What follows belongs to an exercise in optimizing a design on an open flow for small area; a production flow would make more cautious choices.
Only simulation tests tie the RTL to the original design; equivalence was not proved.
Power figures rest on the tool's default switching activity, not on a simulated workload.

==> inputs of try-zinc <==
## nrf_spi_responder
module nrf_spi_responder (
   input  logic       CLOCK_50,
   input  logic       RESET,
   input  logic       NRF_SCK,
   input  logic       NRF_CSN,
   input  logic       NRF_MOSI,
   output logic       NRF_MISO,
   output logic       NRF_IRQ,
   input  logic       rx_wr_en,
   input  logic [7:0] rx_wr_data,
   input  logic       rx_commit,
   output logic       rx_full,
   input  logic       tx_rd_en,
   output logic [7:0] tx_rd_data,
   output logic       tx_avail
);
   localparam logic [1:0] StIdle = 2'd0, StCmd = 2'd1, StData = 2'd2, StIgnore = 2'd3;
   localparam logic [1:0] CmdRReg = 2'd0, CmdWReg = 2'd1, CmdRRx = 2'd2, CmdWTx = 2'd3;
   logic [1:0] sck_sync_q, mosi_sync_q, csn_sync_q;
   logic       sck_prev_q;
   always_ff @(posedge CLOCK_50) begin
      sck_sync_q  <= {sck_sync_q[0], NRF_SCK};
      mosi_sync_q <= {mosi_sync_q[0], NRF_MOSI};
      sck_prev_q  <= sck_sync_q[1];
   end
   always_ff @(posedge CLOCK_50 or posedge RESET) begin
      if (RESET) csn_sync_q <= 2'b11;
      else       csn_sync_q <= {csn_sync_q[0], NRF_CSN};
   end
   logic sck_s, csn_s, mosi_s, sck_rise, sck_fall;
   assign sck_s    = sck_sync_q[1];
   assign csn_s    = csn_sync_q[1];
   assign mosi_s   = mosi_sync_q[1];
   assign sck_rise = sck_s & ~sck_prev_q;
   assign sck_fall = ~sck_s & sck_prev_q;
   logic [1:0] state_q;
   logic [1:0] cmd_q;
   logic [2:0] bit_cnt_q;
   logic [6:0] shift_in_q;
   logic [7:0] shift_out_q;
   logic       miso_q;
   logic [4:0] addr_q;
   logic       addr_ovf_q;
   logic       rx_dr_q, tx_ds_q;
   logic       rx_full_q, rx_read_q;
   logic [5:0] rx_wr_ptr_q, rx_hwm_q;
   logic       tx_avail_q, tx_wrote_q;
   logic [5:0] tx_ptr_q;
   logic [7:0] tx_rd_data_q;
   logic [31:0][7:0] reg_q;
   logic [31:0][7:0] rx_buf_q;
   logic [31:0][7:0] tx_buf_q;
   logic idle, in_cmd, in_data, spi_start, spi_end, byte_done;
   assign idle      = (state_q == StIdle);
   assign in_cmd    = (state_q == StCmd);
   assign in_data   = (state_q == StData);
   assign spi_start = ~csn_s & idle;
   assign spi_end   = csn_s & ~idle;
   assign byte_done = sck_rise & (bit_cnt_q == 3'd7) & ~csn_s & ~idle;
   logic [7:0] rx_byte, status;
   logic       is_rreg, is_wreg, is_rrx, is_wtx, is_ftx, is_frx;
   assign rx_byte = {shift_in_q, mosi_s};
  ...
Settings: LEC_CHECK=0, CAP_MARGIN=20, CORE_MARGIN=2, CORE_UTILIZATION=60, PLACE_DENSITY=0.72, SLEW_MARGIN=20; clock period 10.0 ns.
standard.sh (not shown) runs the stock make flow with config.mk's settings and CLKGATE_MAP_FILE= SYNTH_SCRIPT=/design/flow/synth_recipe.tcl, a recipe that flattens the netlist after the stock synthesis.
==> flow/flow/run.sh <==
#!/bin/bash
# Standard synthesis, then abc re-maps the logic between the registers for area (registers
# untouched), then the standard layout with a clock tree of small buffers in large clusters,
# without dummy loads.
set -euo pipefail
R=orfs/results/sky130hd/nrf_spi_responder/base
bash standard.sh synth > synth_standard.log 2>&1
cp $R/1_2_yosys.v $R/1_2_yosys_standard.v
export LIB=$FLOW_HOME/platforms/sky130hd/lib/sky130_fd_sc_hd__tt_025C_1v80.lib
export SEQ_CELLS="$(grep -oE 'sky130_fd_sc_hd__(df|edf|sdf|sedf|dl)[a-z0-9_]*' $R/1_2_yosys_standard.v | sort -u | tr '\n' ' ')"
export DONT_USE="$(sed -n '/DONT_USE_CELLS += /,/^#/p' $FLOW_HOME/platforms/sky130hd/config.mk | grep -oE 'sky130_fd_sc_hd__[a-z0-9_]+' | tr '\n' ' ')"
export IN_V=$R/1_2_yosys_standard.v OUT_V=$R/1_2_yosys.v TOP=$FLOW_TOP STAT_OUT=reabc_stat.txt
export ABC_SCRIPT=$PWD/flow/area.abc ABC_D=$(awk "BEGIN{print $FLOW_PERIOD_NS*1000}")
yosys -c flow/reabc.tcl > reabc.log 2>&1
export REMOVE_ABC_BUFFERS=1
export CTS_ARGS="-sink_clustering_enable -repair_clock_nets -buf_list sky130_fd_sc_hd__clkbuf_8 -sink_clustering_size 18 -sink_clustering_max_diameter 60 -dont_use_dummy_load"
bash standard.sh > standard.log 2>&1
==> flow/flow/area.abc <==
strash
dch
amap
topo
&get -n
&st
&dch
&nf -R 1000 -p
&put
topo
==> flow/flow/reabc.tcl <==
# Re-maps the combinational logic of the standard synthesis netlist for area. Every register
# instance of the standard synthesis is kept as it is (same name, same cell); only the cells
# between them are re-mapped by abc.
yosys -import
set lib $::env(LIB)
set seq_cells $::env(SEQ_CELLS)
read_liberty -ignore_miss_func $lib
read_verilog -sv $::env(IN_V)
hierarchy -top $::env(TOP)
setattr -mod -set keep_hierarchy 1 {*}$seq_cells
flatten
opt_clean -purge
set dont_use {}
foreach c $::env(DONT_USE) { lappend dont_use -dont_use $c }
abc -script $::env(ABC_SCRIPT) -liberty $lib {*}$dont_use -D $::env(ABC_D)
opt_clean -purge
splitnets
opt_clean -purge
hilomap -singleton -hicell sky130_fd_sc_hd__conb_1 HI -locell sky130_fd_sc_hd__conb_1 LO
insbuf -buf sky130_fd_sc_hd__buf_4 A X
# left out here: clean up, hide names made inside functions
yosys rename -hide {w:_*_.*}
select -module $::env(TOP)
tee -o $::env(STAT_OUT) stat -liberty $lib
select -clear
blackbox {*}$seq_cells
check
write_verilog -noattr -nohex -nodec -selected $::env(OUT_V)
==> inputs of try-maple, as changes to try-zinc <==
==> flow/flow/run.sh (replaced) <==
#!/bin/bash
# Standard layout with two changes: the buffers abc put into the netlist are removed at
# floorplan (repair_design puts back what slew and capacitance need), and the clock tree uses
# small clock buffers without dummy loads.
set -e
export REMOVE_ABC_BUFFERS=1
export CTS_ARGS="-sink_clustering_enable -repair_clock_nets -buf_list sky130_fd_sc_hd__clkbuf_4 -dont_use_dummy_load"
bash standard.sh > standard.log 2>&1
- CORE_UTILIZATION: 60 -> 40
- PLACE_DENSITY: 0.72 -> not set
removed: flow/flow/area.abc
removed: flow/flow/reabc.tcl
==> comparison table <==
Setup slack of the critical path after layout: try-maple 5.35 ns; try-zinc 4.72 ns
Register share of total power: try-maple 54.4%; try-zinc 63.7%
Share of the core filled with cells in the final layout: try-maple 44.6%; try-zinc 65.8%
Reg-to-reg startpoint: try-maple state_q[1]$_DFFE_PP0P_; try-zinc state_q[0]$_DFFE_PP0P_
Length in cells of the worst reg-to-reg path: try-maple 9; try-zinc 12
Total global-route track usage: try-maple 24.8%; try-zinc 34.5%
Post-layout nets: try-maple 2238; try-zinc 1959
Max stage delay on crit path: try-maple 0.58 ns; try-zinc 0.66 ns
Final setup skew: try-maple 0.134 ns; try-zinc 0.0898 ns
Num rows: try-maple 103; try-zinc 82
Hold-critical path endpoint: try-maple csn_sync_q[1]$_DFF_PP1_; try-zinc mosi_sync_q[1]$_DFF_P_
Critical-path cell with the highest stage delay: try-maple clkdlybuf4s50_1; try-zinc nor2b_1
Dpl ws: try-maple 5.52 ns; try-zinc 5.00 ns
Number of cells in the finished layout apart from fillers: try-maple 3251; try-zinc 2613
Kind of critical path: try-maple register to output pin; try-zinc register to register
Routed metal-1 wirelength: try-maple 38.3 mm; try-zinc 31.9 mm
Seq/total area: try-maple 69.7%; try-zinc 74.4%
Chip Height: try-maple 286 um; try-zinc 230 um
Status: try-maple timing/DRC/antenna clean; try-zinc timing/DRC/antenna clean
Wire length of the first global-routing pass: try-maple 145 mm; try-zinc 130 mm
Startpoint of the most critical hold path: try-maple csn_sync_q[0]$_DFF_PP1_; try-zinc mosi_sync_q[0]$_DFF_P_
Total length of routed met2 wires: try-maple 47.2 mm; try-zinc 40.7 mm
Clock Buffer Count: try-maple 208; try-zinc 54
Core outline area: try-maple 79000 um^2; try-zinc 50300 um^2

what the ideal ports hide:
The flow's constraints put no driver on any port. The routed layouts listed below were extracted and timed again, unchanged, in two steps.
Step 1 assumes that a clkbuf_16 drives the clock port and a buf_2 every other input.
Step 2 adds t to the input delays and takes it off the output delays; t is the mean of the earliest and latest rising clock arrival at the registers after step 1. Input paths then give back, and output paths get back, about the clock's delay inside the block.
Three values: no drivers, after step 1, after step 2; two values: the first two.
run	t (ns)	setup WS [ns]	slew at the worst register clock pin (ns)	worst slew at a driven data input, ns	pins driven straight from the clock port
try-zinc	0.739	4.723 / 4.723 / 4.723	0.12 / 0.12	0.03	1
try-maple	1.073	5.351 / 5.296 / 5.412	0.08 / 0.08	0.07	1
After both steps setup and hold are still met in every run listed.
